From an optimization exercise on the open Yosys and OpenROAD flow, aimed at small area, a short achievable clock period and few clock cycles; shortcuts taken in it are not production practice.
In this exercise RTL edits were held to simulation tests only and were not proved equivalent to the original.
Power figures rest on the tool's default switching activity, not on a simulated workload.

===== design/flow/design.v =====
`default_nettype none
package ssdc_pkg;
	localparam logic [16:0] K1 = 17'd25990;
	localparam logic [16:0] K2 = 17'd97343;
	localparam logic [16:0] C3_2_14 = 17'd49152;     
	localparam logic [16:0] C15625 = 17'd15625;      
	localparam logic [2:0] S_P = 3'd0, S_T = 3'd1, S_S = 3'd2, S_D1 = 3'd3, S_D2 = 3'd4,
		S_AG = 3'd5;
	localparam logic [3:0] Z_D1 = 4'd0, Z_D2 = 4'd1, Z_R1 = 4'd2, Z_R2 = 4'd3, Z_AG = 4'd4,
		Z_DS = 4'd5, Z_E = 4'd6, Z_FR = 4'd7, Z_ONE = 4'd8, Z_3 = 4'd9, Z_C46 = 4'd10,
		Z_K1 = 4'd11, Z_K2 = 4'd12, Z_MEG = 4'd13, Z_A1 = 4'd14, Z_A2 = 4'd15;
endpackage
`default_nettype wire
`default_nettype none
module ssdc_cfg (
	input  wire logic        clk,
	input  wire logic        arst_n,
	input  wire logic        psel,
	input  wire logic        penable,
	input  wire logic        pwrite,
	input  wire logic [2:0]  paddr,
	input  wire logic [31:0] pwdata,
	output logic      [31:0] prdata,
	output logic             pready,
	output logic      [15:0] restitution_q,
	output logic      [15:0] friction_q
);
	logic wr;
	assign pready = 1'b1;
	assign wr = psel & penable & pwrite;
	always_ff @(posedge clk or negedge arst_n) begin
		if (!arst_n) begin
			restitution_q <= 16'd58982;
			friction_q <= 16'd0;
		end else if (wr) begin
			if (paddr[2]) friction_q <= pwdata[15:0];
			else restitution_q <= pwdata[15:0];
		end
	end
	logic [15:0] rd_q;
	always_ff @(posedge clk) rd_q <= paddr[2] ? friction_q : restitution_q;
	assign prdata = {16'd0, rd_q};
endmodule
`default_nettype wire
`default_nettype none
module ssdc_unit (
	input  wire logic         clk,
	input  wire logic         arst_n,
	input  wire logic         start,
	input  wire logic [95:0]  r0,        
	input  wire logic [48:0]  l0,        
	input  wire logic         sat0,      
	input  wire logic [96:0]  dvs_in,    
	input  wire logic         out_ready,
	output logic              busy,
	output logic              out_valid,
	output logic [47:0]       drag,
	output logic              sat
);
	logic [5:0]  cnt_q;
	logic [96:0] r_q;
	logic [48:0] l_q;
	logic        sat_q;
	logic [96:0] dvs;
	logic [97:0] rp;
	logic [98:0] diff;
	logic        ge;
	logic        fin;
	logic        satf;
	assign rp = {r_q, l_q[48]};
	assign diff = {1'b0, rp} - {2'b0, dvs};
	assign ge = ~diff[98];
	assign fin = (cnt_q == 6'd48);
	assign satf = sat_q | l_q[47];       
	always_ff @(posedge clk or negedge arst_n) begin
		if (!arst_n) begin
			busy <= 1'b0;
			out_valid <= 1'b0;
			cnt_q <= '0;
		end else begin
			if (out_valid & out_ready) out_valid <= 1'b0;
			if (start) begin
				busy <= 1'b1;
				cnt_q <= '0;
			end else if (busy) begin
				cnt_q <= cnt_q + 1'b1;
				if (fin) begin
					busy <= 1'b0;
					out_valid <= 1'b1;
				end
			end
		end
	end
	always_ff @(posedge clk) begin
		if (start) begin
			r_q <= {1'b0, r0};
			l_q <= l0;
			sat_q <= sat0;
			dvs <= dvs_in;
		end else if (busy) begin
			r_q <= ge ? diff[96:0] : rp[96:0];
			if (fin) begin
				sat_q <= satf;
				l_q <= satf ? '1 : {l_q[47:0], ge};
			end else begin
				l_q <= {l_q[47:0], ge};
			end
		end
	end
	assign drag = l_q[47:0];
	assign sat = sat_q;
endmodule
module ssdc_csa #(parameter int W = 82) (
	input  wire logic [W-1:0] a,
	input  wire logic [W-1:0] b,
	input  wire logic [W-1:0] c,
	output logic      [W-1:0] s,
	output logic      [W-1:0] co
);
	assign s = a ^ b ^ c;
	assign co = {((a[W-2:0] & b[W-2:0]) | (a[W-2:0] & c[W-2:0]) | (b[W-2:0] & c[W-2:0])), 1'b0};
endmodule
module ssdc_mac (
	input  wire logic [63:0] x,
	input  wire logic [16:0] z,
	input  wire logic [63:0] y,
	output logic      [81:0] ps,
	output logic      [81:0] pc
);
	localparam logic [81:0] CSIGN = 82'h2aaac0000000000000000;
	logic [18:0] zz;
	logic [81:0] r [0:10];
	logic [8:0]  neg;
	assign zz = {2'b00, z};
	genvar k;
	generate
		for (k = 0; k < 9; k++) begin : g_pp
			logic b2, b1, b0, one, two;
			logic [64:0] m;
			logic [65:0] bb;
			logic [81:0] row;
			assign b2 = zz[2*k+1];
			assign b1 = zz[2*k];
			if (k == 0) begin : g_b0
				assign b0 = 1'b0;
			end else begin : g_bk
				assign b0 = zz[2*k-1];
			end
			assign neg[k] = b2 & ~(b1 & b0);
			assign one = b1 ^ b0;
			assign two = (b2 & ~b1 & ~b0) | (~b2 & b1 & b0);
			assign m = ({65{one}} & {1'b0, x}) | ({65{two}} & {x, 1'b0});
			assign bb = {1'b0, m} ^ {66{neg[k]}};
			assign row = {15'd0, ~neg[k], bb} << (2 * k);
			if (k == 0) begin : g_r0
				assign r[k] = row;
			end else begin : g_rk
				assign r[k] = row | ({81'd0, neg[k-1]} << (2 * k - 2));
			end
		end
	endgenerate
	assign r[9] = {18'd0, y};
	assign r[10] = CSIGN;
	logic [81:0] l1 [0:7];
	logic [81:0] l2 [0:5];
	logic [81:0] l3 [0:3];
	logic [81:0] l4 [0:2];
	generate
		for (k = 0; k < 3; k++) begin : g_l1
			ssdc_csa u (.a(r[3*k]), .b(r[3*k+1]), .c(r[3*k+2]), .s(l1[2*k]), .co(l1[2*k+1]));
		end
	endgenerate
	assign l1[6] = r[9];
	assign l1[7] = r[10];
	generate
		for (k = 0; k < 2; k++) begin : g_l2
			ssdc_csa u (.a(l1[3*k]), .b(l1[3*k+1]), .c(l1[3*k+2]), .s(l2[2*k]), .co(l2[2*k+1]));
		end
	endgenerate
	assign l2[4] = l1[6];
	assign l2[5] = l1[7];
	generate
		for (k = 0; k < 2; k++) begin : g_l3
			ssdc_csa u (.a(l2[3*k]), .b(l2[3*k+1]), .c(l2[3*k+2]), .s(l3[2*k]), .co(l3[2*k+1]));
		end
	endgenerate
	ssdc_csa u_l4 (.a(l3[0]), .b(l3[1]), .c(l3[2]), .s(l4[0]), .co(l4[1]));
	assign l4[2] = l3[3];
	ssdc_csa u_l5 (.a(l4[0]), .b(l4[1]), .c(l4[2]), .s(ps), .co(pc));
endmodule
module ssdc_dec (
	input  wire logic [4:0] u,
	output logic            dst,       
	output logic [1:0]      dbase,
	output logic [1:0]      len,       
	output logic [2:0]      src,
	output logic [1:0]      sbase,
	output logic [2:0]      slen,      
	output logic            sh,
	output logic            acc,
	output logic [3:0]      z
);
	always_comb begin
		dst = 1'b0; dbase = 2'd0; len = 2'd0; src = ssdc_pkg::S_P; sbase = 2'd0;
		slen = 3'd1; sh = 1'b0; acc = 1'b0; z = ssdc_pkg::Z_ONE;
		unique case (u)
			5'd0:  begin dst = 1'b1; dbase = 2'd0; len = 2'd0; src = ssdc_pkg::S_S;  sbase = 2'd0; slen = 3'd1; z = ssdc_pkg::Z_3; end
			5'd1:  begin dst = 1'b0; dbase = 2'd2; len = 2'd0; src = ssdc_pkg::S_D1; sbase = 2'd0; slen = 3'd1; z = ssdc_pkg::Z_D1; end
			5'd2:  begin dst = 1'b1; dbase = 2'd2; len = 2'd0; src = ssdc_pkg::S_D2; sbase = 2'd0; slen = 3'd1; z = ssdc_pkg::Z_D2; end
			5'd3:  begin dst = 1'b1; dbase = 2'd0; len = 2'd0; src = ssdc_pkg::S_T;  sbase = 2'd0; slen = 3'd1; z = ssdc_pkg::Z_D1; end
			5'd4:  begin dst = 1'b0; dbase = 2'd2; len = 2'd0; src = ssdc_pkg::S_P;  sbase = 2'd2; slen = 3'd1; z = ssdc_pkg::Z_D1; end
			5'd5:  begin dst = 1'b1; dbase = 2'd2; len = 2'd0; src = ssdc_pkg::S_T;  sbase = 2'd2; slen = 3'd1; z = ssdc_pkg::Z_D2; end
			5'd6:  begin dst = 1'b1; dbase = 2'd0; len = 2'd1; src = ssdc_pkg::S_T;  sbase = 2'd0; slen = 3'd1; z = ssdc_pkg::Z_D2; end
			5'd7:  begin dst = 1'b1; dbase = 2'd2; len = 2'd0; src = ssdc_pkg::S_T;  sbase = 2'd2; slen = 3'd1; z = ssdc_pkg::Z_R2; end
			5'd8:  begin dst = 1'b1; dbase = 2'd0; len = 2'd1; src = ssdc_pkg::S_AG; sbase = 2'd0; slen = 3'd1; acc = 1'b1; z = ssdc_pkg::Z_DS; end
			5'd9:  begin dst = 1'b0; dbase = 2'd2; len = 2'd1; src = ssdc_pkg::S_P;  sbase = 2'd2; slen = 3'd1; z = ssdc_pkg::Z_R1; end
			5'd10: begin dst = 1'b0; dbase = 2'd0; len = 2'd1; src = ssdc_pkg::S_T;  sbase = 2'd0; slen = 3'd2; sh = 1'b1; z = ssdc_pkg::Z_C46; end
			5'd11: begin dst = 1'b1; dbase = 2'd0; len = 2'd1; src = ssdc_pkg::S_T;  sbase = 2'd0; slen = 3'd2; z = ssdc_pkg::Z_FR; end
			5'd12: begin dst = 1'b0; dbase = 2'd2; len = 2'd1; src = ssdc_pkg::S_T;  sbase = 2'd2; slen = 3'd1; acc = 1'b1; z = ssdc_pkg::Z_ONE; end
			5'd13: begin dst = 1'b1; dbase = 2'd0; len = 2'd1; src = ssdc_pkg::S_T;  sbase = 2'd0; slen = 3'd2; z = ssdc_pkg::Z_K1; end
			5'd14: begin dst = 1'b0; dbase = 2'd2; len = 2'd1; src = ssdc_pkg::S_P;  sbase = 2'd2; slen = 3'd2; z = ssdc_pkg::Z_AG; end
			5'd15: begin dst = 1'b1; dbase = 2'd0; len = 2'd1; src = ssdc_pkg::S_T;  sbase = 2'd0; slen = 3'd2; z = ssdc_pkg::Z_K2; end
			5'd16: begin dst = 1'b0; dbase = 2'd0; len = 2'd1; src = ssdc_pkg::S_T;  sbase = 2'd0; slen = 3'd2; acc = 1'b1; z = ssdc_pkg::Z_ONE; end
			5'd17: begin dst = 1'b1; dbase = 2'd0; len = 2'd1; src = ssdc_pkg::S_P;  sbase = 2'd2; slen = 3'd2; z = ssdc_pkg::Z_AG; end
			5'd18: begin dst = 1'b0; dbase = 2'd0; len = 2'd2; src = ssdc_pkg::S_P;  sbase = 2'd0; slen = 3'd2; z = ssdc_pkg::Z_E; end
			5'd19: begin dst = 1'b0; dbase = 2'd0; len = 2'd2; src = ssdc_pkg::S_P;  sbase = 2'd0; slen = 3'd3; z = ssdc_pkg::Z_MEG; end
			5'd20: begin dst = 1'b0; dbase = 2'd0; len = 2'd2; src = ssdc_pkg::S_P;  sbase = 2'd0; slen = 3'd3; z = ssdc_pkg::Z_A1; end
			5'd21: begin dst = 1'b0; dbase = 2'd0; len = 2'd2; src = ssdc_pkg::S_P;  sbase = 2'd0; slen = 3'd3; z = ssdc_pkg::Z_A2; end
			5'd22: begin dst = 1'b0; dbase = 2'd0; len = 2'd3; src = ssdc_pkg::S_P;  sbase = 2'd0; slen = 3'd3; z = ssdc_pkg::Z_R1; end
			5'd23: begin dst = 1'b0; dbase = 2'd0; len = 2'd3; src = ssdc_pkg::S_P;  sbase = 2'd0; slen = 3'd4; z = ssdc_pkg::Z_R2; end
			5'd24: begin dst = 1'b0; dbase = 2'd0; len = 2'd3; src = ssdc_pkg::S_P;  sbase = 2'd0; slen = 3'd4; z = ssdc_pkg::Z_DS; end
			default: ;
		endcase
	end
endmodule
`default_nettype wire
`default_nettype none
module solid_solid_drag_coefficient (
	input  wire logic        clk,
	input  wire logic        arst_n,
	input  wire logic        psel,
	input  wire logic        penable,
	input  wire logic        pwrite,
	input  wire logic [2:0]  paddr,
	input  wire logic [31:0] pwdata,
	output logic      [31:0] prdata,
	output logic             pready,
	input  wire logic        in_valid,
	output logic             in_ready,
	input  wire logic [15:0] alpha_gas,
	input  wire logic [15:0] alpha_first,
	input  wire logic [15:0] alpha_second,
	input  wire logic [15:0] diameter_first,
	input  wire logic [15:0] diameter_second,
	input  wire logic [15:0] density_first,
	input  wire logic [15:0] density_second,
	input  wire logic [15:0] phase_alpha,
	input  wire logic [15:0] phase_diameter,
	input  wire logic        phase_is_solid,
	input  wire logic        last_phase,
	output logic             out_valid,
	input  wire logic        out_ready,
	output logic      [47:0] drag_coeff,
	output logic             saturated
);
	logic [15:0] restitution_q, friction_q;
	ssdc_cfg u_cfg (
		.clk(clk), .arst_n(arst_n), .psel(psel), .penable(penable), .pwrite(pwrite),
		.paddr(paddr), .pwdata(pwdata), .prdata(prdata), .pready(pready),
		.restitution_q(restitution_q), .friction_q(friction_q)
	);
	localparam logic [1:0] PU_IDLE = 2'd0, PU_DIV = 2'd1, PU_ACC = 2'd2, PU_FIN = 2'd3;
	logic [1:0]  pu_q;
	logic [39:0] sum_q;
	logic        fault_q;
	logic        plast_q;
	logic [4:0]  pcnt_q;
	logic [15:0] prem_q, pdv_q;
	logic [17:0] p3d_q;
	logic [31:0] pdq_q;
	logic        accept;
	logic        s_done;           
	logic [17:0] pr4;
	logic [18:0] pt1, pt2, pt3;
	logic [1:0]  pqd;
	logic [15:0] prn;
	logic [40:0] sum_next;
	logic [15:0] ag_f, a1_f, a2_f, d1_f, d2_f, r1_f, r2_f;
	logic        rdy_q;
	assign in_ready = rdy_q;
	assign accept = in_valid & rdy_q;
	assign pr4 = {prem_q, pdq_q[31:30]};
	assign pt1 = {1'b0, pr4} - {3'b0, pdv_q};
	assign pt2 = {1'b0, pr4} - {2'b0, pdv_q, 1'b0};
	assign pt3 = {1'b0, pr4} - {1'b0, p3d_q};
	always_comb begin
		if (~pt3[18]) begin
			pqd = 2'd3; prn = pt3[15:0];
		end else if (~pt2[18]) begin
			pqd = 2'd2; prn = pt2[15:0];
		end else if (~pt1[18]) begin
			pqd = 2'd1; prn = pt1[15:0];
		end else begin
			pqd = 2'd0; prn = pr4[15:0];
		end
	end
	assign sum_next = {1'b0, sum_q} + {9'd0, pdq_q};
	logic [1:0]  pu_n;
	always_comb begin
		pu_n = pu_q;
		unique case (pu_q)
			PU_IDLE: begin
				if (accept) begin
					if (phase_is_solid & (phase_diameter != 16'd0)) pu_n = PU_DIV;
					else if (last_phase) pu_n = PU_FIN;
				end
			end
			PU_DIV:  if (pcnt_q == 5'd16) pu_n = PU_ACC;
			PU_ACC:  pu_n = plast_q ? PU_FIN : PU_IDLE;
			PU_FIN:  if (s_done) pu_n = PU_IDLE;
			default: pu_n = PU_IDLE;
		endcase
	end
	always_ff @(posedge clk or negedge arst_n) begin
		if (!arst_n) rdy_q <= 1'b1;
		else rdy_q <= (pu_n == PU_IDLE);
	end
	always_ff @(posedge clk or negedge arst_n) begin
		if (!arst_n) begin
			pu_q <= PU_IDLE;
			sum_q <= '0;
			fault_q <= 1'b0;
			plast_q <= 1'b0;
			pcnt_q <= '0;
		end else begin
			unique case (pu_q)
				PU_IDLE: begin
					if (accept) begin
						plast_q <= last_phase;
						pcnt_q <= '0;
						if (phase_is_solid & (phase_diameter != 16'd0)) begin
							pu_q <= PU_DIV;
						end else begin
							if (phase_is_solid) fault_q <= 1'b1;
							if (last_phase) pu_q <= PU_FIN;
						end
					end
				end
				PU_DIV: begin
					pcnt_q <= pcnt_q + 1'b1;
					if (pcnt_q == 5'd16) pu_q <= PU_ACC;
				end
				PU_ACC: begin
					if (sum_next[40]) begin
						sum_q <= '1;
						fault_q <= 1'b1;
					end else begin
						sum_q <= sum_next[39:0];
					end
					pu_q <= plast_q ? PU_FIN : PU_IDLE;
				end
				PU_FIN: begin
					if (s_done) begin
						sum_q <= '0;
						fault_q <= 1'b0;
						pu_q <= PU_IDLE;
					end
				end
				default: pu_q <= PU_IDLE;
			endcase
		end
	end
	always_ff @(posedge clk) begin
		if (pu_q == PU_IDLE) begin
			prem_q <= '0;
			pdq_q <= {phase_alpha, 16'd0};
			pdv_q <= phase_diameter;
			ag_f <= alpha_gas;
			a1_f <= alpha_first;
			a2_f <= alpha_second;
			d1_f <= diameter_first;
			d2_f <= diameter_second;
			r1_f <= density_first;
			r2_f <= density_second;
		end else if (pu_q == PU_DIV) begin
			if (pcnt_q == 5'd0) begin
				p3d_q <= {1'b0, pdv_q, 1'b0} + {2'b0, pdv_q};
			end else begin
				prem_q <= prn;
				pdq_q <= {pdq_q[29:0], pqd};
			end
		end
	end
	localparam logic [1:0] MU_IDLE = 2'd0, MU_RUN = 2'd1, MU_BUB = 2'd2, MU_PEND = 2'd3;
	logic [1:0]  mu_q;
	logic [4:0]  u_q;
	logic [1:0]  i_q;
	logic        kf_q;
	logic [15:0] ag_b, a1_b, a2_b, d1_b, d2_b, r1_b, r2_b;
	logic [16:0] dsum_b;
	logic [63:0] p_q [0:3];
	logic [63:0] t_q [0:2];
	logic        dsat_q;
	logic        dv_go, pend_ok;
	logic [1:0]  pend_q;
	logic        issue;
	logic        mu_take;
	logic        div_free, m_end;
	logic        dv_busy, dv_valid;
	logic        ml1_q, ml2_q, ml3_q;   
	logic [4:0]  u_n;
	logic [1:0]  i_n;
	logic        n_dst, n_sh, n_acc;
	logic [1:0]  n_dbase, n_len, n_sbase;
	logic [2:0]  n_src, n_slen;
	logic [3:0]  n_z;
	logic        u_dst, u_acc, u_sh, xvalid, last_word, u_first;
	logic [2:0]  u_src;
	logic [1:0]  pidx, tidx, u_waddr;
	logic [3:0]  u_z;
	logic [63:0] prd, trd, xr, xw, yw;
	logic [31:0] hi_q;
	logic [16:0] zv;
	logic        c_dst, c_sh, c_acc;
	logic [1:0]  c_dbase, c_len, c_sbase;
	logic [2:0]  c_slen;
	logic [3:0]  c_z;
	logic [4:0]  u_nx;
	logic        adv;
	assign u_nx = u_q + 1'b1;
	ssdc_dec u_dec (
		.u(u_nx), .dst(n_dst), .dbase(n_dbase), .len(n_len), .src(n_src), .sbase(n_sbase),
		.slen(n_slen), .sh(n_sh), .acc(n_acc), .z(n_z)
	);
	assign adv = issue & last_word;
	always_comb begin
		u_n = u_q;
		i_n = i_q;
		if (mu_take) begin
			u_n = '0;
			i_n = '0;
		end else if (issue) begin
			if (last_word) begin
				u_n = u_nx;
				i_n = '0;
			end else begin
				i_n = i_q + 1'b1;
			end
		end
	end
	always_ff @(posedge clk) begin
		if (mu_take) begin
			c_dst <= 1'b1; c_dbase <= 2'd0; c_len <= 2'd0; u_src <= ssdc_pkg::S_S;
			c_sbase <= 2'd0; c_slen <= 3'd1; u_sh <= 1'b0; u_acc <= 1'b0; u_z <= ssdc_pkg::Z_3;
			xvalid <= 1'b1;
			last_word <= 1'b1;
			u_first <= 1'b1;
			pidx <= 2'd0;
			tidx <= 2'd0;
			u_waddr <= 2'd0;
		end else if (adv) begin
			c_dst <= n_dst; c_dbase <= n_dbase; c_len <= n_len; u_src <= n_src;
			c_sbase <= n_sbase; c_slen <= n_slen; u_sh <= n_sh; u_acc <= n_acc; u_z <= n_z;
			xvalid <= 1'b1;
			last_word <= (n_len == 2'd0);
			u_first <= 1'b1;
			pidx <= (n_src == ssdc_pkg::S_P) ? n_sbase : n_dbase;
			tidx <= (n_src == ssdc_pkg::S_T) ? n_sbase : n_dbase;
			u_waddr <= n_dbase;
		end else if (issue) begin
			xvalid <= ({1'b0, i_q} + 3'd1 < c_slen);
			last_word <= (i_q + 2'd1 == c_len);
			u_first <= 1'b0;
			pidx <= pidx + 1'b1;
			tidx <= tidx + 1'b1;
			u_waddr <= u_waddr + 1'b1;
		end
	end
	assign u_dst = c_dst;
	assign prd = p_q[pidx];
	assign trd = t_q[tidx];
	always_comb begin
		unique case (u_src)
			ssdc_pkg::S_P:  xr = prd;
			ssdc_pkg::S_T:  xr = trd;
			ssdc_pkg::S_S:  xr = {24'd0, sum_q};
			ssdc_pkg::S_D1: xr = {48'd0, d1_b};
			ssdc_pkg::S_D2: xr = {48'd0, d2_b};
			ssdc_pkg::S_AG: xr = {32'd0, ag_b, 16'd0};
			default: xr = '0;
		endcase
	end
	assign xw = ~xvalid ? 64'd0 : u_sh ? {xr[31:0], (u_first ? 32'd0 : hi_q)} : xr;
	assign yw = u_acc ? (u_dst ? trd : prd) : 64'd0;
	always_comb begin
		unique case (u_z)
			ssdc_pkg::Z_D1:  zv = {1'b0, d1_b};
			ssdc_pkg::Z_D2:  zv = {1'b0, d2_b};
			ssdc_pkg::Z_R1:  zv = {1'b0, r1_b};
			ssdc_pkg::Z_R2:  zv = {1'b0, r2_b};
			ssdc_pkg::Z_AG:  zv = {1'b0, ag_b};
			ssdc_pkg::Z_DS:  zv = dsum_b;
			ssdc_pkg::Z_E:   zv = {1'b1, restitution_q};
			ssdc_pkg::Z_FR:  zv = {1'b0, friction_q};
			ssdc_pkg::Z_ONE: zv = 17'd1;
			ssdc_pkg::Z_3:   zv = 17'd3;
			ssdc_pkg::Z_C46: zv = ssdc_pkg::C3_2_14;
			ssdc_pkg::Z_K1:  zv = ssdc_pkg::K1;
			ssdc_pkg::Z_K2:  zv = ssdc_pkg::K2;
			ssdc_pkg::Z_MEG: zv = ssdc_pkg::C15625;
			ssdc_pkg::Z_A1:  zv = {1'b0, a1_b};
			ssdc_pkg::Z_A2:  zv = {1'b0, a2_b};
			default: zv = '0;
		endcase
	end
	assign issue = (mu_q == MU_RUN);
	assign s_done = issue & (u_q == 5'd0) & last_word;
	assign div_free = ~dv_busy & ~dv_valid;
	assign m_end = issue & (u_q == 5'd24) & last_word;
	assign pend_ok = (mu_q == MU_PEND) & (pend_q == 2'd0) & div_free;
	assign dv_go = ml3_q | pend_ok;
	assign mu_take = (pu_q == PU_FIN) & ((mu_q == MU_IDLE) | (m_end & div_free) | pend_ok);
	always_ff @(posedge clk or negedge arst_n) begin
		if (!arst_n) begin
			mu_q <= MU_IDLE;
			u_q <= '0;
			i_q <= '0;
		end else begin
			u_q <= u_n;
			i_q <= i_n;
			if (mu_take) begin
				mu_q <= MU_RUN;
			end else begin
				unique case (mu_q)
					MU_RUN: begin
						if (last_word) begin
							if (u_q == 5'd15) mu_q <= MU_BUB;
							else if (u_q == 5'd24) mu_q <= div_free ? MU_IDLE : MU_PEND;
						end
					end
					MU_BUB:  mu_q <= MU_RUN;
					MU_PEND: if (pend_ok) mu_q <= MU_IDLE;
					default: mu_q <= MU_IDLE;
				endcase
			end
		end
	end
	logic        v1_q, v2_q;
	logic        f1_q, f2_q;        
	logic        w1_q, w2_q;        
	logic [1:0]  a1_q, a2_q;        
	logic [63:0] x1_q, y1_q;
	logic [16:0] z1_q;
	logic [81:0] s2_q, c2_q;
	logic [17:0] cin_q;
	logic [81:0] ps, pc;
	logic [81:0] wsum;
	always_ff @(posedge clk or negedge arst_n) begin
		if (!arst_n) begin
			v1_q <= 1'b0;
			v2_q <= 1'b0;
			ml1_q <= 1'b0;
			ml2_q <= 1'b0;
			ml3_q <= 1'b0;
			pend_q <= '0;
		end else begin
			v1_q <= issue;
			v2_q <= v1_q;
			ml1_q <= m_end & div_free;
			ml2_q <= ml1_q;
			ml3_q <= ml2_q;
			pend_q <= m_end ? 2'd3 : (pend_q != 2'd0) ? pend_q - 2'd1 : 2'd0;
		end
	end
	always_ff @(posedge clk) begin
		if (mu_take) begin
			ag_b <= ag_f;
			a1_b <= a1_f;
			a2_b <= a2_f;
			d1_b <= d1_f;
			d2_b <= d2_f;
			r1_b <= r1_f;
			r2_b <= r2_f;
			dsum_b <= {1'b0, d1_f} + {1'b0, d2_f};
			kf_q <= fault_q;
		end
		hi_q <= xr[63:32];
		x1_q <= xw;
		y1_q <= yw;
		z1_q <= zv;
		f1_q <= u_first;
		w1_q <= u_dst;
		a1_q <= u_waddr;
		s2_q <= ps;
		c2_q <= pc;
		f2_q <= f1_q;
		w2_q <= w1_q;
		a2_q <= a1_q;
		cin_q <= wsum[81:64];
		if (m_end) dsat_q <= kf_q;
	end
	ssdc_mac u_mac (.x(x1_q), .z(z1_q), .y(y1_q), .ps(ps), .pc(pc));
	logic [81:0] ws, wc;
	ssdc_csa u_wb (.a(s2_q), .b(c2_q), .c({64'd0, (f2_q ? 18'd0 : cin_q)}), .s(ws), .co(wc));
	assign wsum = ws + wc;
	genvar gw;
	generate
		for (gw = 0; gw < 4; gw++) begin : g_p
			always_ff @(posedge clk) begin
				if (v2_q & ~w2_q & (a2_q == gw)) p_q[gw] <= wsum[63:0];
			end
		end
		for (gw = 0; gw < 3; gw++) begin : g_t
			always_ff @(posedge clk) begin
				if (v2_q & w2_q & (a2_q == gw)) t_q[gw] <= wsum[63:0];
			end
		end
	endgenerate
	logic [255:0] mv;
	assign mv = {p_q[3], p_q[2], p_q[1], p_q[0]};
	ssdc_unit u_div (
		.clk(clk), .arst_n(arst_n), .start(dv_go),
		.r0(mv[218:123]), .l0(mv[122:74]), .sat0(dsat_q | (|mv[255:219])),
		.dvs_in({t_q[1][32:0], t_q[0]}), .out_ready(out_ready),
		.busy(dv_busy), .out_valid(dv_valid), .drag(drag_coeff), .sat(saturated)
	);
	assign out_valid = dv_valid;
endmodule
`default_nettype wire

===== design/flow/config.mk =====
export PLATFORM = sky130hd
export DESIGN_NAME = solid_solid_drag_coefficient
export DESIGN_NICKNAME = solid_solid_drag_coefficient
export VERILOG_FILES = /design/flow/design.v
export SDC_FILE = /design/flow/constraint.sdc
export NUM_CORES = 4
export LEC_CHECK = 0
export CAP_MARGIN = 20
export CORE_MARGIN = 2
export CORE_UTILIZATION = 65
export SETUP_SLACK_MARGIN = 5
export SLEW_MARGIN = 20

===== design/flow/run.sh =====
#!/bin/bash
# synth_recipe.tcl (not shown) runs the flow's synth.tcl, then flattens the netlist and writes it again
# the make line also repeats each setting of config.mk as NAME=value (left out here)
make -C /OpenROAD-flow-scripts/flow DESIGN_CONFIG=/design/flow/config.mk WORK_HOME=/design/flow/orfs CLKGATE_MAP_FILE= SYNTH_SCRIPT=/design/flow/synth_recipe.tcl finish

===== design/flow/constraint.sdc =====
create_clock -name core_clock -period 10.0 [get_ports {clk}]
set_input_delay 2.0000 -clock core_clock [delete_from_list [all_inputs] [get_ports {clk}]]
set_output_delay 2.0000 -clock core_clock [all_outputs]
set_load 0.01 [all_outputs]

==> results of run 1 <==
## synth_stat cells, types with 68 or more instances
| library cell | count | area, µm² |
|---|---|---|
| dfxtp_1 | 438 | 8770 |
| o31ai_1 | 82 | 616 |
| ha_1 | 503 | 6290 |
| a222oi_1 | 72 | 721 |
| mux2_2 | 69 | 777 |
| nor2b_1 | 85 | 532 |
| fa_1 | 538 | 10800 |
| xnor2_1 | 463 | 4060 |
| nand3_1 | 88 | 440 |
| nand2b_1 | 74 | 463 |
| a22oi_1 | 601 | 4510 |
| edfxtp_1 | 984 | 29500 |
| nand2_1 | 699 | 2620 |
| buf_1 | 110 | 413 |
| clkbuf_1 | 524 | 1970 |
| nor3_1 | 68 | 340 |
| dfrtp_1 | 96 | 2400 |
| mux2i_1 | 156 | 1560 |
| xor2_1 | 319 | 2790 |
| nor2_1 | 388 | 1460 |
| inv_1 | 726 | 2730 |
| a21oi_1 | 485 | 2430 |
| o21ai_0 | 458 | 2290 |
| and2_1 | 78 | 488 |
| a21o_1 | 113 | 848 |
## worst min-delay path by stage
stage	from	endpoint	cells after the start
floorplan	a1_q[0]$_DFF_P_	a2_q[0]$_DFF_P_	0
global placement	a1_q[0]$_DFF_P_	a2_q[0]$_DFF_P_	0
detailed placement	a1_q[0]$_DFF_P_	a2_q[0]$_DFF_P_	0
CTS	f1_q$_DFF_P_	f2_q$_DFF_P_	0
global route	w1_q$_DFF_P_	w2_q$_DFF_P_	0
finish	f1_q$_DFF_P_	f2_q$_DFF_P_	0
## cells by family after synthesis
group | share of synthesized area, %
compound gates | 16.7
simple gates | 8.03
flops | 42.2
buf+inv | 5.88
fa+ha+maj | 17.6
xor+xnor | 7.06
mux | 2.43
other cells | 0.00774
## flip-flops by register name, summed over array words and instances, names as in the netlist, 17 cells and up
| register | cells |
|---|---|
| c2_q | 80 |
| cin_q | 18 |
| dsum_b | 17 |
| hi_q | 32 |
| p3d_q | 18 |
| p_q | 256 |
| pdq_q | 32 |
| s2_q | 82 |
| sum_q | 40 |
| t_q | 192 |
| u_div.dvs | 97 |
| u_div.l_q | 49 |
| u_div.r_q | 97 |
| x1_q | 64 |
| y1_q | 64 |
| z1_q | 17 |
## timing repair
action | CTS | global route
cloned | 1 | 1
buffers inserted | 4 | 10
pin swaps | 4 | 10
endpoints found under the setup margin | 220 | 261
hold endpoints to repair | 0 | 0
gates resized for setup | 24 | 37
## cell usage in the layout (no fill, tap or decap), types with 118 or more instances in the layout
| cell type | n |
|---|---|
| a22oi_1 | 600 |
| a21oi_1 | 482 |
| ha_1 | 487 |
| xor2_1 | 314 |
| inv_1 | 723 |
| xnor2_1 | 456 |
| fa_1 | 537 |
| buf_4 | 118 |
| nor2_1 | 381 |
| dfxtp_1 | 430 |
| edfxtp_1 | 984 |
| o21ai_0 | 443 |
| nand2_1 | 698 |
| mux2i_1 | 156 |
| clkdlybuf4s50_1 | 235 |
| clkbuf_16 | 161 |
## metal layers
layer | vias to the layer above | track usage (%) | share of wire (%)
met5 | - | 0 | 0.037
met4 | 16 | 22.9 | 6.9
met3 | 913 | 9.19 | 11
met2 | 4816 | 60.2 | 44
met1 | 36231 | 53.9 | 38
li1 | 32063 | - | -
## layout make-up
type / count / area, µm²
antenna: 3 / 7.51
clock buffer: 196 / 4200
clock inverter: 97 / 991
fill: 10715 / 42200
inverter: 732 / 2780
multi-input combinational: 6164 / 51000
sequential: 1528 / 41000
tap: 1930 / 2410
timing repair buffer: 371 / 3460
## per-stage QoR
| stage | hold slack [ps] | utilization [%] | setup slack (ps) | power [mW] | instances |
|---|---|---|---|---|---|
| floorplan | 310 | - | 5270 | 9.82 | 9139 |
| global placement | 311 | 67.6 | 4280 | 10.6 | 10704 |
| detailed placement | 314 | 67.7 | 4260 | 10.7 | 10706 |
| CTS | 329 | 71.3 | 5000 | 16.6 | 11004 |
| global route | 342 | 71.5 | 4870 | 17.3 | 11018 |
| finish | 329 | 71.5 | 4940 | 16.6 | 11021 |
## power by group
group	switching, mW	leakage, nW	internal, mW
clock network	2.62	2.52	3.34
logic	1.72	25.7	1.27
registers	0.399	14.0	7.24
total	4.74	42.2	11.8
==> summary.md, run 1 <==
| Metric | Value |
|---|---|
| Status | `finished clean` |
| Most used DFF post-synth | `edfxtp_1` |
| DRT Pass-1 Iters | `10` |
| Worst path most repeated cell | `nand3_1` |
| RR Endpoint | `u_div.r_q[3]$_DFFE_PP_` |
| CTS Buf Count | `159` |
| Min-delay worst type | `flop to flop` |
| Max Cap Viol | `0` |
| Relative slew slack | `12.6%` |
| R2R Setup Slk | `4940 ps` |
| TNS Setup | `0 ps` |
| H-tree levels | `4` |
| # DRC | `0` |
| Peak supply drop | `0.191 mV` |
| Final setup violation count | `0` |
| GR Util All Layers | `40.1%` |
| I/O pin cnt | `272` |
| Crit path max-delay family | `compound AO/OA/AOI/OAI gates` |
| Detail Placement HPWL | `225000 µm` |
| Fin crit period | `5060 ps` |
| Vias | `74039` |
| Initial antenna violation count | `15` |
| Vias in the first global route | `71929` |
| RSZ-0062 raised after global routing | `yes` |
| Crit path launch type | `flop` |
| Start point of the critical path | `u_div.dvs[0]$_DFFE_PN_` |
| Cell breakdown of the critical path | `ha_1, fa_1, nand2b_1, a21o_1, a2111o_1, nand3_1, nand2_1, o31ai_4, a21oi_2, o211ai_4, a31oi_4, buf_4, or4_1, nand3_1` |
| Clk latency of the worst-skew pair | `810 ps` |
| Worst Path Buf+Inv | `1` |
| Layout net count | `10185` |
| Max Freq | `197 MHz` |
| Die Width | `390 µm` |
| Crit path max-delay cell type | `or4_1` |
| Worst Setup End Kind | `flop` |
| PwrDens | `157 mW/mm²` |
| Grt ovf | `0` |
| First-pass GRT wire length | `457000 µm` |
| DIE AREA | `0.152 mm²` |
| Synth Warn # | `12` |
| DR WL/cell | `28.0 µm` |
| Placer Congestion | `1.02` |
| Cells on worst reg2reg path | `14` |
| Post-Syn Area | `0.0970 mm²` |
| Post-DR vias/cell | `6.72` |
| Row count | `141` |
| Pin count of the biggest net entering global routing | `118` |
| Post-synth EDFFs | `984` |
| Die Ht | `390 µm` |
| Final Hold Viols | `0` |
| Worst path depth | `14` |
| CP arrival | `5730 ps` |
| Placed cell area | `0.100 mm²` |
| Starting DRT DRC Count | `10142` |
| Worst r2r src | `u_div.dvs[0]$_DFFE_PN_` |
| Synth cell types | `96` |
| CTS tree | `done` |
| Worst Clk Skew | `45.4 ps` |
| Slew Viols, Final | `0` |
| Area Growth Syn to Fin | `9.11%` |
| Post-synthesis sequential area ratio | `42.2%` |
| Detailed Route WL | `309000 µm` |
| Max FO, Critical Path | `51` |
| Final Cycle Share | `50.6%` |
| Core ar. | `0.148 mm²` |
| Syn avg cell area | `10.6 µm²` |
| CTS sink cnt | `1528` |
| Mapped Cells | `9124` |
| Crit path kind | `flop to flop` |
| Hold buffer count at CTS | `0` |
| Post-synthesis register bit count | `1528` |
| Pleak | `42.2 nW` |
| Synth async-reset ratio | `6.94%` |
| Crit path required time | `10670 ps` |
| Detail Route Antenna Nets | `0` |
| Worst setup endpoint | `u_div.r_q[3]$_DFFE_PP_` |
| Post-route cell area | `0.106 mm²` |
| Max Buffers Root-to-Sink | `3` |
| Layout cells sized above 1 | `6.53%` |
| Initial Util | `65.5%` |
| Clock transition at the registers of the reported paths | `60 ps` |
| Port buffer count | `236` |
| Worst slew pin tran | `1300 ps` |
| Slowest stage delay, CP | `620 ps` |
| Root Driver | `clkbuf_16` |
Testbench counts, summed over its fixed seeds: cycles 18,867.
==> inputs of run 2 (changes only) <==
--- a/design/flow/config.mk
+++ b/design/flow/config.mk
@@ -8,5 +8,8 @@
 export CAP_MARGIN = 20
 export CORE_MARGIN = 2
-export CORE_UTILIZATION = 65
+export CORE_UTILIZATION = 55
+export CTS_BUF_LIST = sky130_fd_sc_hd__clkbuf_8 sky130_fd_sc_hd__clkbuf_16
+export CTS_CLUSTER_DIAMETER = 45
+export CTS_CLUSTER_SIZE = 16
 export SETUP_SLACK_MARGIN = 5
 export SLEW_MARGIN = 20
==> run 2 against run 1 <==
  * Still clean on timing, DRC and antenna
  * Synthesized area is the same
  * Non-clock buffer count shrank 31
  * Sequential share of layout area shrank 0.79 points
  * Final cell count grew 4.3%
  * Combinational power is essentially flat
  * Register-to-register slack gained 70 ps
  * Sequential cell count is the same
  * Clock skew grew 21 ps
  * Global-route usage shrank 5.0 points
  * Final area grew 2.1%
  * Critical path type unchanged
  * Largest power group unchanged
  * Highest routed layer unchanged
==> summary.md, run 2 <==
| Metric | Value |
|---|---|
| Synth cell count leaders | `edfxtp_1 (984), inv_1 (726), nand2_1 (699)` |
| Largest area contributor in the netlist | `edfxtp_1` |
| Starting DRT DRC Count | `9225` |
| Detail Placement HPWL | `236000 µm` |
| Start point of the critical path | `u_div.dvs[0]$_DFFE_PN_` |
| TNS Setup | `0 ps` |
| Synth async-reset ratio | `6.94%` |
| Synth top area cells | `edfxtp_1 (30%), fa_1 (11%), dfxtp_1 (9.0%), ha_1 (6.5%), a22oi_1 (4.7%)` |
| Number of flip-flops in the largest register | `256` |
| Detailed Route WL | `323000 µm` |
| DIE AREA | `0.180 mm²` |
| # DRC | `0` |
| Top-area cell type share of the netlist area | `30.5%` |
| Final Hold Viols | `0` |
| GR Util All Layers | `35.1%` |
| CP arrival | `5710 ps` |
| Core ar. | `0.176 mm²` |
| Worst Clk Skew | `66.3 ps` |
| PwrDens | `168 mW/mm²` |
| Vias | `73217` |
| R2R Setup Slk | `5010 ps` |
| Max Buffers Root-to-Sink | `3` |
| Grt ovf | `0` |
| Row count | `154` |
| Worst Hold Depth | `0` |
| RSZ-0062 raised after global routing | `yes` |
| Seq pwr share | `42.2%` |
| Max FO, Critical Path | `29` |
| Root Driver | `clkbuf_16` |
| Vias in the first global route | `71588` |
| Slew Viols, Final | `0` |
| Fin crit period | `4990 ps` |
| Min-delay worst type | `flop to flop` |
| Worst Setup End Kind | `flop` |
| I/O pin cnt | `272` |
| Clock transition at the registers of the reported paths | `60 ps` |
| Fill count | `14447` |
| Logic pwr share | `16.5%` |
| RR Endpoint | `u_div.r_q[73]$_DFFE_PP_` |
| Crit path launch type | `flop` |
| Commonest non-fill, non-tap cell in the layout | `edfxtp_1` |
| Psw | `5.43 mW` |
| Status | `finished clean` |
| Placer Congestion | `0.971` |
| Non-filler cells, final | `11493` |
| Initial Util | `55.2%` |
| Syn avg cell area | `10.6 µm²` |
| Layout cells sized above 1 | `7.49%` |
| Top reg by flops | `p_q` |
| Switching share of total power | `29.9%` |
| DRT Pass-1 Iters | `9` |
| Power Total | `18.1 mW` |
| CTS tree | `done` |
| Die Ht | `424 µm` |
| Final setup violation count | `0` |
| Most used DFF post-synth | `edfxtp_1` |
| Biggest regs | `p_q (256), t_q (192)` |
| Post-Syn Area | `0.0970 mm²` |
| WHS Endpoint | `a2_q[1]$_DFF_P_` |
| H-tree levels | `4` |
| Detail Route Antenna Nets | `0` |
| Layout net count | `10197` |
| Peak supply drop | `0.200 mV` |
| Synth Warn # | `12` |
| Clk latency of the worst-skew pair | `870 ps` |
| Most frequent cells in the layout | `edfxtp_1 (984), inv_1 (733), nand2_1 (698)` |
| First-pass GRT wire length | `470000 µm` |
| Hold buffer count at CTS | `0` |
| Internal power | `12.7 mW` |
| Cells on worst reg2reg path | `14` |
| Port buffer count | `236` |
| Max Freq | `200 MHz` |
| DR WL/cell | `28.1 µm` |
| CTS Buf Count | `203` |
| Clk pwr share | `41.3%` |
| Worst slew pin tran | `1220 ps` |
| Crit path kind | `flop to flop` |
| Final Cycle Share | `49.9%` |
| Synth cell types | `96` |
| Placed cell count | `11090` |
| Relative slew slack | `18.4%` |
| Worst r2r src | `u_div.dvs[0]$_DFFE_PN_` |
| Pin count of the biggest net entering global routing | `112` |
| Max Cap Viol | `0` |
| Initial antenna violation count | `9` |
| Post-synth EDFFs | `984` |
| Mapped Cells | `9124` |
| Post-synthesis register bit count | `1528` |
| HP Start | `a1_q[1]$_DFF_P_` |
| Post-synthesis sequential area ratio | `42.2%` |
| Most numerous cell in the Yosys netlist | `edfxtp_1` |
| CTS sink cnt | `1528` |
| Pleak | `43.0 nW` |
| Die Width | `424 µm` |
| Post-DR vias/cell | `6.37` |
| Crit path required time | `10720 ps` |
| Area Growth Syn to Fin | `11.4%` |
[run 2: cell counts after synthesis]
Identical to the previous run, type by type.
[run 2: cell families (layout without fill, tap and decap cells)]
kind of cell             after synthesis  in the layout  synth area share, %
AO/OA/AOI/OAI                       2399           2399                 16.7
XOR/XNOR                             782            782                 7.06
adder cells (fa/ha/maj)             1042           1042                 17.6
buffers and inverters               1449           1456                 5.88
flip-flops                          1528           1528                 42.2
multiplexers                         226            226                 2.43
other                                  2             23              0.00774
AND/OR/NAND/NOR                     1696           1697                 8.03
[run 2: critical path, cell delays in order (launching register included)]
cell and delay, ps:
edfxtp_1 370, ha_1 240, fa_1 410, nand2b_1 190, a21o_1 230, a2111o_1 470
nand3_1 130, nand2_1 280, o31ai_4 500, a21oi_2 260, o211ai_4 390, a31oi_4 270
clkbuf_16 340, or4_1 600, nand3_1 100
[run 2: cell type report]
cell class                      count  area [µm²]  area share, %
Multi-Input combinational cell   6163       51000           47.2
Sequential cell                  1528       41000           37.9
Clock buffer                      209        5200           4.81
Timing Repair Buffer              340        3250           3.01
Tap cell                         2340        2930           2.71
Inverter                          732        2770           2.56
Clock inverter                    175        1920           1.78
Antenna cell                        6        15.0         0.0139
[run 2: metal layers]
| metal | GRT usage [%] | wire [µm] | vias up |
|---|---|---|---|
| met4 | 16.6 | 17700 | 2 |
| met2 | 55.1 | 148000 | 3692 |
| met1 | 47.7 | 131000 | 36590 |
| met3 | 5.65 | 25300 | 743 |
| met5 | 0 | 7 | - |
| li1 | - | - | 32190 |
[run 2: power groups by stage]
| stage | combinational [mW] | clock, mW | sequential [mW] |
|---|---|---|---|
| floorplan | 2.25 | 0 | 7.58 |
| global placement | 2.87 | 0 | 7.78 |
| detailed placement | 2.96 | 0 | 7.79 |
| CTS | 2.98 | 7.57 | 7.66 |
| global route | 3.33 | 7.83 | 7.70 |
| finish | 2.99 | 7.50 | 7.66 |
[run 2: per-stage QoR]
stage | hold slack [ps] | utilization [%] | setup slack, ps | area, µm²
after floorplan | 310 | - | 5270 | 97100
after global placement | 313 | 57.2 | 4250 | 101000
after detailed placement | 318 | 57.2 | 4240 | 101000
after CTS | 341 | 61.3 | 5000 | 108000
after global routing | 352 | 61.5 | 4900 | 108000
final | 338 | 61.5 | 5010 | 108000
[run 2: worst max-delay path by stage]
stage	endpoint	slack (ps)	cells after the start
CTS	t_q[1][55]$_DFFE_PP_	5000	13
detailed placement	p_q[3][63]$_DFFE_PP_	4240	15
floorplan	u_div.dvs[0]$_DFFE_PN_	5270	7
global route	cin_q[16]$_DFF_P_	4900	17
global placement	p_q[1][63]$_DFFE_PP_	4250	15
finish	u_div.r_q[73]$_DFFE_PP_	5010	14
[run 2: repair_timing]
action / 4_1_cts / 5_1_grt
setup buffers: 2 / 3
pin swaps: 2 / 3
gates cloned: 0 / 3
endpoints found under the setup margin: 297 / 128
resized for setup: 21 / 33
==> inputs of run 3 (changes only) <==
--- a/design/flow/design.v
+++ b/design/flow/design.v
@@ -547,5 +547,5 @@
 	end
 	logic        v1_q, v2_q;
-	logic        f1_q, f2_q;        
+	logic        f1_q;              
 	logic        w1_q, w2_q;        
 	logic [1:0]  a1_q, a2_q;        
@@ -594,13 +594,12 @@
 		s2_q <= ps;
 		c2_q <= pc;
-		f2_q <= f1_q;
 		w2_q <= w1_q;
 		a2_q <= a1_q;
-		cin_q <= wsum[81:64];
+		cin_q <= f1_q ? 18'd0 : wsum[81:64];
 		if (m_end) dsat_q <= kf_q;
 	end
 	ssdc_mac u_mac (.x(x1_q), .z(z1_q), .y(y1_q), .ps(ps), .pc(pc));
 	logic [81:0] ws, wc;
-	ssdc_csa u_wb (.a(s2_q), .b(c2_q), .c({64'd0, (f2_q ? 18'd0 : cin_q)}), .s(ws), .co(wc));
+	ssdc_csa u_wb (.a(s2_q), .b(c2_q), .c({64'd0, cin_q}), .s(ws), .co(wc));
 	assign wsum = ws + wc;
 	genvar gw;
--- a/design/flow/config.mk
+++ b/design/flow/config.mk
@@ -9,7 +9,4 @@
 export CORE_MARGIN = 2
 export CORE_UTILIZATION = 55
-export CTS_BUF_LIST = sky130_fd_sc_hd__clkbuf_8 sky130_fd_sc_hd__clkbuf_16
-export CTS_CLUSTER_DIAMETER = 45
-export CTS_CLUSTER_SIZE = 16
 export SETUP_SLACK_MARGIN = 5
 export SLEW_MARGIN = 20
==> run 3 against run 2 <==
  * Still clean
  * Sequential share of layout area grew 0.87 points
  * Hold slack worse by 13 ps
  * Clock skew up 4.1 ps
  * Die area down 1.2%
  * Final cell count decreased by 1.6%
  * Synthesized area is 1.2% lower
  * Fmax increased by 0.44%
  * Critical path depth is the same
  * Sequential cell count decreased by 1
  * Critical endpoint is now u_div.r_q[4]$_DFFE_PP_
==> summary.md, run 3 <==
| Metric | Value |
|---|---|
| Multi-input logic area | `0.0501 mm²` |
| Synth top area cells | `edfxtp_1 (31%), fa_1 (11%), dfxtp_1 (9.1%), ha_1 (6.6%), a22oi_1 (4.7%)` |
| Top-area cell type share of the netlist area | `30.8%` |
| PwrDens | `161 mW/mm²` |
| Layout net count | `10069` |
| Mapped Cells | `8999` |
| Pleak | `42.1 nW` |
| Largest area contributor in the netlist | `edfxtp_1` |
| Crit path launch type | `flop` |
| Grt ovf | `0` |
| Layout cells sized above 1 | `6.63%` |
| Final setup violation count | `0` |
| Min-delay worst type | `flop to flop` |
| Mux cell area share after synthesis | `1.69%` |
| Commonest non-fill, non-tap cell in the layout | `edfxtp_1` |
| Number of flip-flops in the largest register | `256` |
| Final Cycle Share | `49.7%` |
| CTS tree | `done` |
| Worst Setup End Kind | `flop` |
| # DRC | `0` |
| RSZ-0062 raised after global routing | `yes` |
| Top reg by flops | `p_q` |
| Max Cap Viol | `0` |
| DR WL/cell | `27.4 µm` |
| Most frequent cells in the layout | `edfxtp_1 (984), nand2_1 (722), inv_1 (663)` |
| Largest family of logic cells by synthesized area | `adder cells` |
| Detailed Route WL | `310000 µm` |
| Starting DRT DRC Count | `8606` |
| Post-synthesis sequential area ratio | `42.7%` |
| Initial antenna violation count | `8` |
| Synth Area in XOR/XNOR | `7.13%` |
| CP arrival | `5530 ps` |
| Synth cell count leaders | `edfxtp_1 (984), nand2_1 (724), inv_1 (665)` |
| Root Driver | `clkbuf_16` |
| Most used DFF post-synth | `edfxtp_1` |
| Worst Hold Depth | `0` |
| Core ar. | `0.174 mm²` |
| Row count | `153` |
| Max FO, Critical Path | `42` |
| Max Buffers Root-to-Sink | `3` |
| Detail Placement HPWL | `227000 µm` |
| CTS Buf Count | `168` |
| Cells on worst reg2reg path | `14` |
| Most numerous cell in the Yosys netlist | `edfxtp_1` |
| Max Freq | `201 MHz` |
| Placed cell count | `10987` |
| Hold WS | `324 ps` |
| Die Ht | `422 µm` |
| Fill count | `14516` |
| Final Worst Setup Slack | `5030 ps` |
| Slew Viols, Final | `0` |
| Post-synthesis register bit count | `1527` |
| H-tree levels | `4` |
| Worst Clk Skew | `70.4 ps` |
| I/O pin cnt | `272` |
| Relative slew slack | `7.45%` |
| Detail Route Antenna Nets | `0` |
| Non-filler cells, final | `11312` |
| Cell breakdown of the critical path | `inv_1, ha_1, nand4_2, or4_1, or2_0, o32ai_4, o21ai_2, a21oi_4, a21oi_2, o41a_4, buf_4, and2_0, a31oi_1, o21ai_1` |
| Compound-Gate Fraction of Synth Area | `17.0%` |
| Synth Warn # | `12` |
| Status | `finished clean` |
| TNS Setup | `0 ps` |
| Fin crit period | `4970 ps` |
| Simple-gate share of the synthesized area | `7.97%` |
| DRT Pass-1 Iters | `9` |
| Worst slew pin tran | `1370 ps` |
| Adder-cell share of the synthesized area | `17.8%` |
| Synth cell types | `103` |
| Area Growth Syn to Fin | `10.1%` |
| Peak supply drop | `0.227 mV` |
| Crit path max-delay cell type | `o41a_4` |
| Post-DR vias/cell | `6.32` |
| Crit path kind | `flop to flop` |
| Port buffer count | `236` |
| CTS sink cnt | `1527` |
| Placer Congestion | `0.979` |
| Post-Syn Area | `0.0959 mm²` |
| Post-synth EDFFs | `984` |
| DIE AREA | `0.178 mm²` |
| First-pass GRT wire length | `457000 µm` |
| Pin count of the biggest net entering global routing | `106` |
| Initial Util | `55.2%` |
| Crit path required time | `10560 ps` |
| Syn avg cell area | `10.7 µm²` |
| Synth async-reset ratio | `6.94%` |
| Slowest stage delay, CP | `700 ps` |
| Die Width | `422 µm` |
| Vias | `71485` |
| Clock transition at the registers of the reported paths | `60 ps` |
| FF+latch area | `0.0410 mm²` |
| Vias in the first global route | `69612` |
| Clk latency of the worst-skew pair | `850 ps` |
| Biggest regs | `p_q (256), t_q (192)` |
| Place WS | `4230 ps` |
| GR Util All Layers | `34.3%` |
| Final Hold Viols | `0` |
-- run 3: cell count changes in the layout (fill, tap and decap cells not counted), sizes merged, moves of 20 or more --
cell,previous run,this run
inv,803,676
mux2i,156,88
nor2,388,438
a21o,113,155
nand2b,75,36
nand2,699,725
buf,102,123
a21oi,486,506
nand3,88,68
-- run 3: kinds of logic (layout without fill, tap and decap cells) --
| logic type | count (synthesis) | in the layout |
|---|---|---|
| xor+xnor | 781 | 781 |
| other cells | 2 | 20 |
| compound gates | 2420 | 2420 |
| simple gates | 1698 | 1698 |
| buf+inv | 1375 | 1345 |
| mux | 154 | 154 |
| flops | 1527 | 1527 |
| fa+ha+maj | 1042 | 1042 |
-- run 3: layer usage --
| metal | vias up | part of all wire (%) | track usage (%) |
|---|---|---|---|
| li1 | 31588 | - | - |
| met2 | 3372 | 46 | 54.2 |
| met5 | - | 0.015 | 0 |
| met3 | 619 | 7.6 | 5.17 |
| met1 | 35900 | 41 | 46.9 |
| met4 | 6 | 5.0 | 15.2 |
-- run 3: power by group --
part	internal, mW	switching (mW)	total, mW
Combinational	1.25	1.73	2.98
Clock	3.58	2.73	6.31
Sequential	7.28	0.398	7.68
-- run 3: cell type report --
class                      instances  area share, %
antenna                            3        0.00711
clock buffer                     215           4.27
clock inverter                    99           1.05
inverter                         672           2.40
multi-input combinational       6112           47.5
sequential                      1527           38.8
tap                             2325           2.76
timing repair buffer             359           3.20
-- run 3: repair_timing --
item / 4_1_cts / 5_1_grt
setup endpoints to repair: 259 / 161
hold buffers: 0 / 0
pin swaps: 2 / 3
cloned: 0 / 0
buffers inserted: 2 / 4
gates resized for setup: 22 / 30
-- run 3: final timing paths --
path	from	endpoint	slack (ps)
max	u_div.dvs[27]$_DFFE_PN_	u_div.r_q[4]$_DFFE_PP_	5030
min in group asynchronous	arst_n	u_div.cnt_q[4]$_DFFE_PN0P_	1210
max reg2reg	u_div.dvs[27]$_DFFE_PN_	u_div.r_q[4]$_DFFE_PP_	5030
min	a1_q[1]$_DFF_P_	a2_q[1]$_DFF_P_	320
max in group asynchronous	arst_n	u_cfg.friction_q[11]$_DFFE_PN0P_	7440
min reg2reg	a1_q[1]$_DFF_P_	a2_q[1]$_DFF_P_	320
-- run 3: worst max-delay path, delay by kind of cell (launching register included) --
family	cells	cell delay, ps
fa+ha+maj	1	470
flops	1	450
compound gates	7	1940
buf+inv	2	430
simple gates	4	1340
-- run 3: per-stage QoR --
stage | utilization [%] | instance area, µm² | power (mW)
2_1_floorplan | - | 96000 | 9.86
3_3_place_gp | 57.3 | 99600 | 10.7
3_5_place_dp | 57.4 | 99600 | 10.8
4_1_cts | 60.7 | 105000 | 17.0
5_1_grt | 60.8 | 106000 | 17.7
6_report | 60.8 | 106000 | 17.0
Testbench counts of run 3, summed over its fixed seeds: cycles 18,867.
==> inputs of run 4 (changes only) <==
--- a/design/flow/config.mk
+++ b/design/flow/config.mk
@@ -8,5 +8,5 @@
 export CAP_MARGIN = 20
 export CORE_MARGIN = 2
-export CORE_UTILIZATION = 55
+export CORE_UTILIZATION = 65
 export SETUP_SLACK_MARGIN = 5
 export SLEW_MARGIN = 20
==> run 4 against run 3 <==
  * Sequential cell count is the same
  * Clock skew shrank 12 ps
  * Clock power is essentially flat
  * Register-to-register slack lost 60 ps
  * Critical path depth is the same
  * Synthesized cell count is the same
  * First-iteration DRC count grew 15%
  * Synthesized area is the same
  * Count of clock-buffer cells in the layout shrank 17
  * Worst setup slack lost 62 ps
  * Final area shrank 0.51%
  * Critical path type unchanged
  * Critical endpoint is now u_div.r_q[93]$_DFFE_PP_
  * Largest cell class unchanged
  * Largest power group unchanged
  * Highest routed layer unchanged
==> summary.md, run 4 <==
| Metric | Value |
|---|---|
| Status | `finished clean` |
| First-pass GRT wire length | `452000 µm` |
| R2R Setup Slk | `4960 ps` |
| Synth Warn # | `12` |
| Top reg by flops | `p_q` |
| Most numerous cell in the Yosys netlist | `edfxtp_1` |
| Core ar. | `0.146 mm²` |
| Detailed Route WL | `306000 µm` |
| Initial Util | `65.6%` |
| PwrDens | `162 mW/mm²` |
| CTS sink cnt | `1527` |
| Max Freq | `199 MHz` |
| Clk latency of the worst-skew pair | `840 ps` |
| Number of flip-flops in the largest register | `256` |
| CP arrival | `5610 ps` |
| Synth cell count leaders | `edfxtp_1 (984), nand2_1 (724), inv_1 (665)` |
| RSZ-0062 raised after global routing | `no` |
| Max Cap Viol | `0` |
| Largest area contributor in the netlist | `edfxtp_1` |
| Worst slew pin tran | `1420 ps` |
| Worst r2r src | `u_div.dvs[40]$_DFFE_PN_` |
| Crit path launch type | `flop` |
| Commonest non-fill, non-tap cell in the layout | `edfxtp_1` |
| Peak supply drop | `0.372 mV` |
| Cells on worst reg2reg path | `14` |
| Grt ovf | `0` |
| GR Util All Layers | `40.1%` |
| Relative slew slack | `4.20%` |
| DR WL/cell | `28.2 µm` |
| Non-filler cells, final | `10867` |
| Crit path max-delay cell type | `o211ai_1` |
| I/O pin cnt | `272` |
| Initial antenna violation count | `9` |
| Min-delay worst type | `flop to flop` |
| HP Start | `a1_q[1]$_DFF_P_` |
| Pin count of the biggest net entering global routing | `119` |
| Port buffer count | `236` |
| Layout net count | `10045` |
| Most frequent cells in the layout | `edfxtp_1 (984), nand2_1 (723), inv_1 (663)` |
| Starting DRT DRC Count | `9934` |
| Cell breakdown of the critical path | `inv_1, ha_1, nand2_1, o21ai_0, a31oi_1, o21ai_0, o32ai_1, or3_1, o21a_1, o211ai_1, a311oi_1, o21ai_0, mux2i_1, nand3_1` |
| Max Buffers Root-to-Sink | `3` |
| Final setup violation count | `0` |
| Fin crit period | `5040 ps` |
| Worst path depth | `14` |
| Post-synthesis sequential area ratio | `42.7%` |
| Biggest regs | `p_q (256), t_q (192)` |
| CTS tree | `done` |
| Die Ht | `388 µm` |
| Placed cell count | `10562` |
| Post-synth EDFFs | `984` |
| TNS Setup | `0 ps` |
| Crit path kind | `flop to flop` |
| CTS Buf Count | `160` |
| Worst Hold Depth | `0` |
| Vias in the first global route | `71817` |
| Top-area cell type share of the netlist area | `30.8%` |
| Row count | `140` |
| DRT Pass-1 Iters | `10` |
| Crit path max-delay family | `compound AO/OA/AOI/OAI gates` |
| Post-Syn Area | `0.0959 mm²` |
| Vias | `72877` |
| Final Cycle Share | `50.4%` |
| Fill count | `10565` |
| Worst Clk Skew | `58.5 ps` |
| Detail Placement HPWL | `218000 µm` |
| Placer Congestion | `1.04` |
| Post-synthesis register bit count | `1527` |
| Most used DFF post-synth | `edfxtp_1` |
| Synth async-reset ratio | `6.94%` |
| Final Hold Viols | `0` |
| Die Width | `388 µm` |
| Syn avg cell area | `10.7 µm²` |
| Clock transition at the registers of the reported paths | `60 ps` |
| # DRC | `0` |
| DIE AREA | `0.151 mm²` |
| Root Driver | `clkbuf_16` |
| WHS Endpoint | `a2_q[1]$_DFF_P_` |
| Layout cells sized above 1 | `6.78%` |
| RR Endpoint | `u_div.r_q[93]$_DFFE_PP_` |
| Worst Setup End Kind | `flop` |
| Mapped Cells | `8999` |
| Post-DR vias/cell | `6.71` |
| Area Growth Syn to Fin | `9.55%` |
| Slowest stage delay, CP | `770 ps` |
| Crit path required time | `10570 ps` |
| Synth cell types | `103` |
| Detail Route Antenna Nets | `0` |
| H-tree levels | `4` |
| Max FO, Critical Path | `8` |
| Worst Path Buf+Inv | `1` |
| Pleak | `42.0 nW` |
| Worst path most repeated cell | `o21ai_0` |
| Synth top area cells | `edfxtp_1 (31%), fa_1 (11%), dfxtp_1 (9.1%), ha_1 (6.6%), a22oi_1 (4.7%)` |
| Slew Viols, Final | `0` |
[run 4: cell counts after synthesis]
No cell type changed its count.
[run 4: worst max path at each step]
stage,start,end,slack [ps]
global placement,cin_q[17]$_SDFF_PP0_,p_q[3][54]$_DFFE_PP_,4230
floorplan,z1_q[5]$_DFF_P_,s2_q[67]$_DFF_P_,5590
CTS,u_div.dvs[0]$_DFFE_PN_,u_div.r_q[71]$_DFFE_PP_,5020
finish,u_div.dvs[40]$_DFFE_PN_,u_div.r_q[93]$_DFFE_PP_,4960
detailed placement,cin_q[17]$_SDFF_PP0_,p_q[1][54]$_DFFE_PP_,4130
global route,cin_q[8]$_SDFF_PP0_,p_q[2][30]$_DFFE_PP_,5000
[run 4: worst register-to-register path, delay by kind of cell (launching register included)]
family                     cells  cell delay, ps
muxes                          1             220
DFF                            1             450
buffers and inverters          1              80
and+or+nand+nor                3             630
adders and majority gates      1             450
AOI/OAI and AO/OA              8            2950
[run 4: layer usage]
metal  vias to the layer above  GRT usage [%]  wire, µm
li1                      31534              -         -
met1                     35668           51.6    111000
met2                      4689           61.4    137000
met3                       978           10.3     35400
met4                         8           24.3     22300
met5                         -              0        48
[run 4: logic make-up (layout without fill, tap and decap cells)]
kind of cell	after synthesis	count (layout)	share of synthesized area, %
flip-flops	1527	1527	42.7
adder cells (fa/ha/maj)	1042	1042	17.8
other	2	19	0.00783
multiplexers	154	154	1.69
buffers and inverters	1375	1309	5.69
AO/OA/AOI/OAI	2420	2420	17.0
XOR/XNOR	781	781	7.13
AND/OR/NAND/NOR	1698	1698	7.97
[run 4: final cells by class]
type | count | area, µm² | area share (%)
Sequential cell | 1527 | 41000 | 39.0
Timing Repair Buffer | 343 | 3290 | 3.13
Clock inverter | 96 | 1250 | 1.19
Antenna cell | 2 | 5.00 | 0.00476
Inverter | 672 | 2540 | 2.42
Tap cell | 1917 | 2400 | 2.28
Clock buffer | 198 | 4330 | 4.12
Multi-Input combinational cell | 6112 | 50300 | 47.8
[run 4: what timing repair did]
item | in CTS | in global routing
endpoints found under the hold margin | 0 | 0
pin swaps | 6 | 2
hold buffers | 0 | 0
buffers inserted | 5 | 2
gates resized for setup | 33 | 37
setup endpoints to repair | 337 | 246
[run 4: through the flow]
stage | setup WS, ps | util, % | hold slack [ps] | instance area (µm²) | total power [mW]
after floorplan | 5590 | - | 310 | 96000 | 9.86
after global placement | 4230 | 67.7 | 313 | 99000 | 10.6
after detailed placement | 4130 | 67.8 | 314 | 99000 | 10.8
after CTS | 5020 | 71.7 | 328 | 105000 | 17.0
after global routing | 5000 | 71.9 | 335 | 105000 | 17.6
final | 4960 | 71.9 | 327 | 105000 | 17.0
[run 4: report_power, final]
group / internal [mW] / total [mW] / switching (mW)
Combinational: 1.26 / 3.02 / 1.76
Clock: 3.60 / 6.28 / 2.69
Sequential: 7.28 / 7.68 / 0.400
Total: 12.1 / 17.0 / 4.85
==> inputs of run 5 (changes only) <==
--- a/design/flow/design.v
+++ b/design/flow/design.v
@@ -38,7 +38,5 @@
 		end
 	end
-	logic [15:0] rd_q;
-	always_ff @(posedge clk) rd_q <= paddr[2] ? friction_q : restitution_q;
-	assign prdata = {16'd0, rd_q};
+	assign prdata = paddr[2] ? {16'd0, friction_q} : {16'd0, restitution_q};
 endmodule
 `default_nettype wire
--- a/design/flow/config.mk
+++ b/design/flow/config.mk
@@ -8,5 +8,5 @@
 export CAP_MARGIN = 20
 export CORE_MARGIN = 2
-export CORE_UTILIZATION = 65
+export CORE_UTILIZATION = 55
 export SETUP_SLACK_MARGIN = 5
 export SLEW_MARGIN = 20
==> run 5 against run 4 <==
  * Critical path depth is 1 lower
  * Sequential cell count is 16 lower
  * Largest cell class unchanged
  * Via count is 1.9% lower
  * Fmax is 0.69% higher
  * Critical endpoint is now u_div.r_q[95]$_DFFE_PP_
  * Final cell count is 4.2% higher
  * Register-to-register slack better by 30 ps
==> summary.md, run 5 <==
| Metric | Value |
|---|---|
| Final Hold Viols | `0` |
| Layout net count | `10074` |
| Logic pwr share | `16.6%` |
| Fill count | `14421` |
| CP arrival | `5570 ps` |
| Syn avg cell area | `10.6 µm²` |
| Switching share of total power | `28.3%` |
| H-tree levels | `4` |
| Status | `finished clean` |
| Crit path max-delay cell type | `o41ai_1` |
| Detail Placement HPWL | `226000 µm` |
| Worst slew pin tran | `1260 ps` |
| Post-synth EDFFs | `984` |
| TNS Setup | `0 ps` |
| Vias in the first global route | `69754` |
| Top reg by flops | `p_q` |
| First-pass GRT wire length | `461000 µm` |
| Pin count of the biggest net entering global routing | `130` |
| Crit path required time | `10570 ps` |
| Biggest regs | `p_q (256), t_q (192)` |
| Max Cap Viol | `0` |
| Number of flip-flops in the largest register | `256` |
| GR Util All Layers | `34.8%` |
| Most used DFF post-synth | `edfxtp_1` |
| Largest area contributor in the netlist | `edfxtp_1` |
| Die Width | `421 µm` |
| Peak supply drop | `0.315 mV` |
| Cell breakdown of the critical path | `ha_1, nand3_1, o22ai_1, nor3_1, a21o_1, a211oi_1, o21ai_1, a21oi_2, a31oi_1, o41ai_1, a221oi_1, xor2_1, o21ai_0` |
| I/O pin cnt | `272` |
| Hold buffer count at CTS | `0` |
| Max FO, Critical Path | `5` |
| Crit path launch type | `flop` |
| Pleak | `41.8 nW` |
| Row count | `153` |
| Crit path kind | `flop to flop` |
| Final setup violation count | `0` |
| Synth async-reset ratio | `7.02%` |
| Slowest stage delay, CP | `730 ps` |
| Psw | `4.66 mW` |
| Commonest non-fill, non-tap cell in the layout | `edfxtp_1` |
| DRT Pass-1 Iters | `7` |
| Worst Setup End Kind | `flop` |
| Seq pwr share | `45.7%` |
| Post-synthesis sequential area ratio | `42.5%` |
| Initial Util | `55.2%` |
| DR WL/cell | `27.8 µm` |
| Starting DRT DRC Count | `8460` |
| DIE AREA | `0.177 mm²` |
| Top-area cell type share of the netlist area | `30.9%` |
==> run 5: cell count changes in the layout (fill, tap and decap cells not counted), moves of 31 or more <==
| cell | delta |
|---|---|
| a21oi_1 | +76 |
| mux2i_1 | -31 |
| o21ai_0 | +48 |
| nand2_1 | -36 |
| mux2_2 | +47 |
| o21ai_1 | -49 |
==> run 5: repair_timing <==
item | CTS | global route
gates resized for setup | 41 | 38
endpoints found under the setup margin | 250 | 191
pin swaps | 3 | 5
gates cloned | 1 | 1
buffers inserted | 3 | 4
==> run 5: kinds of logic after synthesis <==
| family | synth area share [%] |
|---|---|
| muxes | 1.95 |
| and+or+nand+nor | 7.74 |
| adders and majority gates | 17.9 |
| other | 0.00785 |
| AOI/OAI and AO/OA | 17.2 |
| DFF | 42.5 |
| xor gates and xnor gates | 7.07 |
| buffers and inverters | 5.70 |
==> run 5: final timing paths <==
kind	from	to	slack [ps]	cells after the start
worst max-delay path	u_div.r_q[7]$_DFFE_PP_	u_div.r_q[95]$_DFFE_PP_	5000	13
worst min-delay path	a1_q[0]$_DFF_P_	a2_q[0]$_DFF_P_	310	0
worst max register to register	u_div.r_q[7]$_DFFE_PP_	u_div.r_q[95]$_DFFE_PP_	5000	13
worst min register to register	a1_q[0]$_DFF_P_	a2_q[0]$_DFF_P_	310	0
max in group asynchronous	arst_n	u_cfg.friction_q[15]$_DFFE_PN0P_	7490	2
min in group asynchronous	arst_n	u_div.cnt_q[3]$_DFFE_PN0P_	1210	1
==> run 5: layout make-up <==
class                      instances  share of cell area, %
multi-input combinational       6117                   47.7
sequential                      1511                   38.6
clock buffer                     232                   4.38
timing repair buffer             359                   3.27
tap                             2325                   2.76
inverter                         686                   2.47
clock inverter                    86                  0.833
antenna                            7                 0.0166
==> run 5: stage by stage <==
stage	area (µm²)	total power, mW	std cells	setup slack [ps]	hold slack, ps
after floorplan	95700	9.53	9005	5100	310
after global placement	99400	10.3	10985	3930	312
after detailed placement	99400	10.4	10986	3920	312
after CTS	105000	16.5	11308	4960	323
after global routing	105000	17.1	11316	4900	329
final	105000	16.4	11323	5000	312
==> run 5: routing by layer <==
metal / vias to the layer above / wire length, µm / share of wire, % / global-route usage, %
met5: - / 32 / 0.010 / 0
met1: 35778 / 127000 / 40 / 46.8
met2: 3355 / 143000 / 45 / 54.4
met3: 688 / 26600 / 8.4 / 6.39
met4: 4 / 18000 / 5.7 / 17.0
li1: 31670 / - / - / -
==> run 5: worst max-delay path: cells and delay by family, from the launching register on <==
kind / cells / cell delay [ps]
and+or+nand+nor: 2 / 340
adders and majority gates: 1 / 400
DFF: 1 / 410
AOI/OAI and AO/OA: 9 / 3380
xor gates and xnor gates: 1 / 200
==> run 5: power by group through the flow <==
stage	clock (mW)	sequential, mW	combinational, mW
6_report	6.19	7.52	2.73
5_1_grt	6.51	7.56	3.06
4_1_cts	6.25	7.52	2.74
3_5_place_dp	0	7.65	2.72
3_3_place_gp	0	7.64	2.65
2_1_floorplan	0	7.46	2.07
Testbench counts of run 5, summed over its fixed seeds: cycles 18,867.
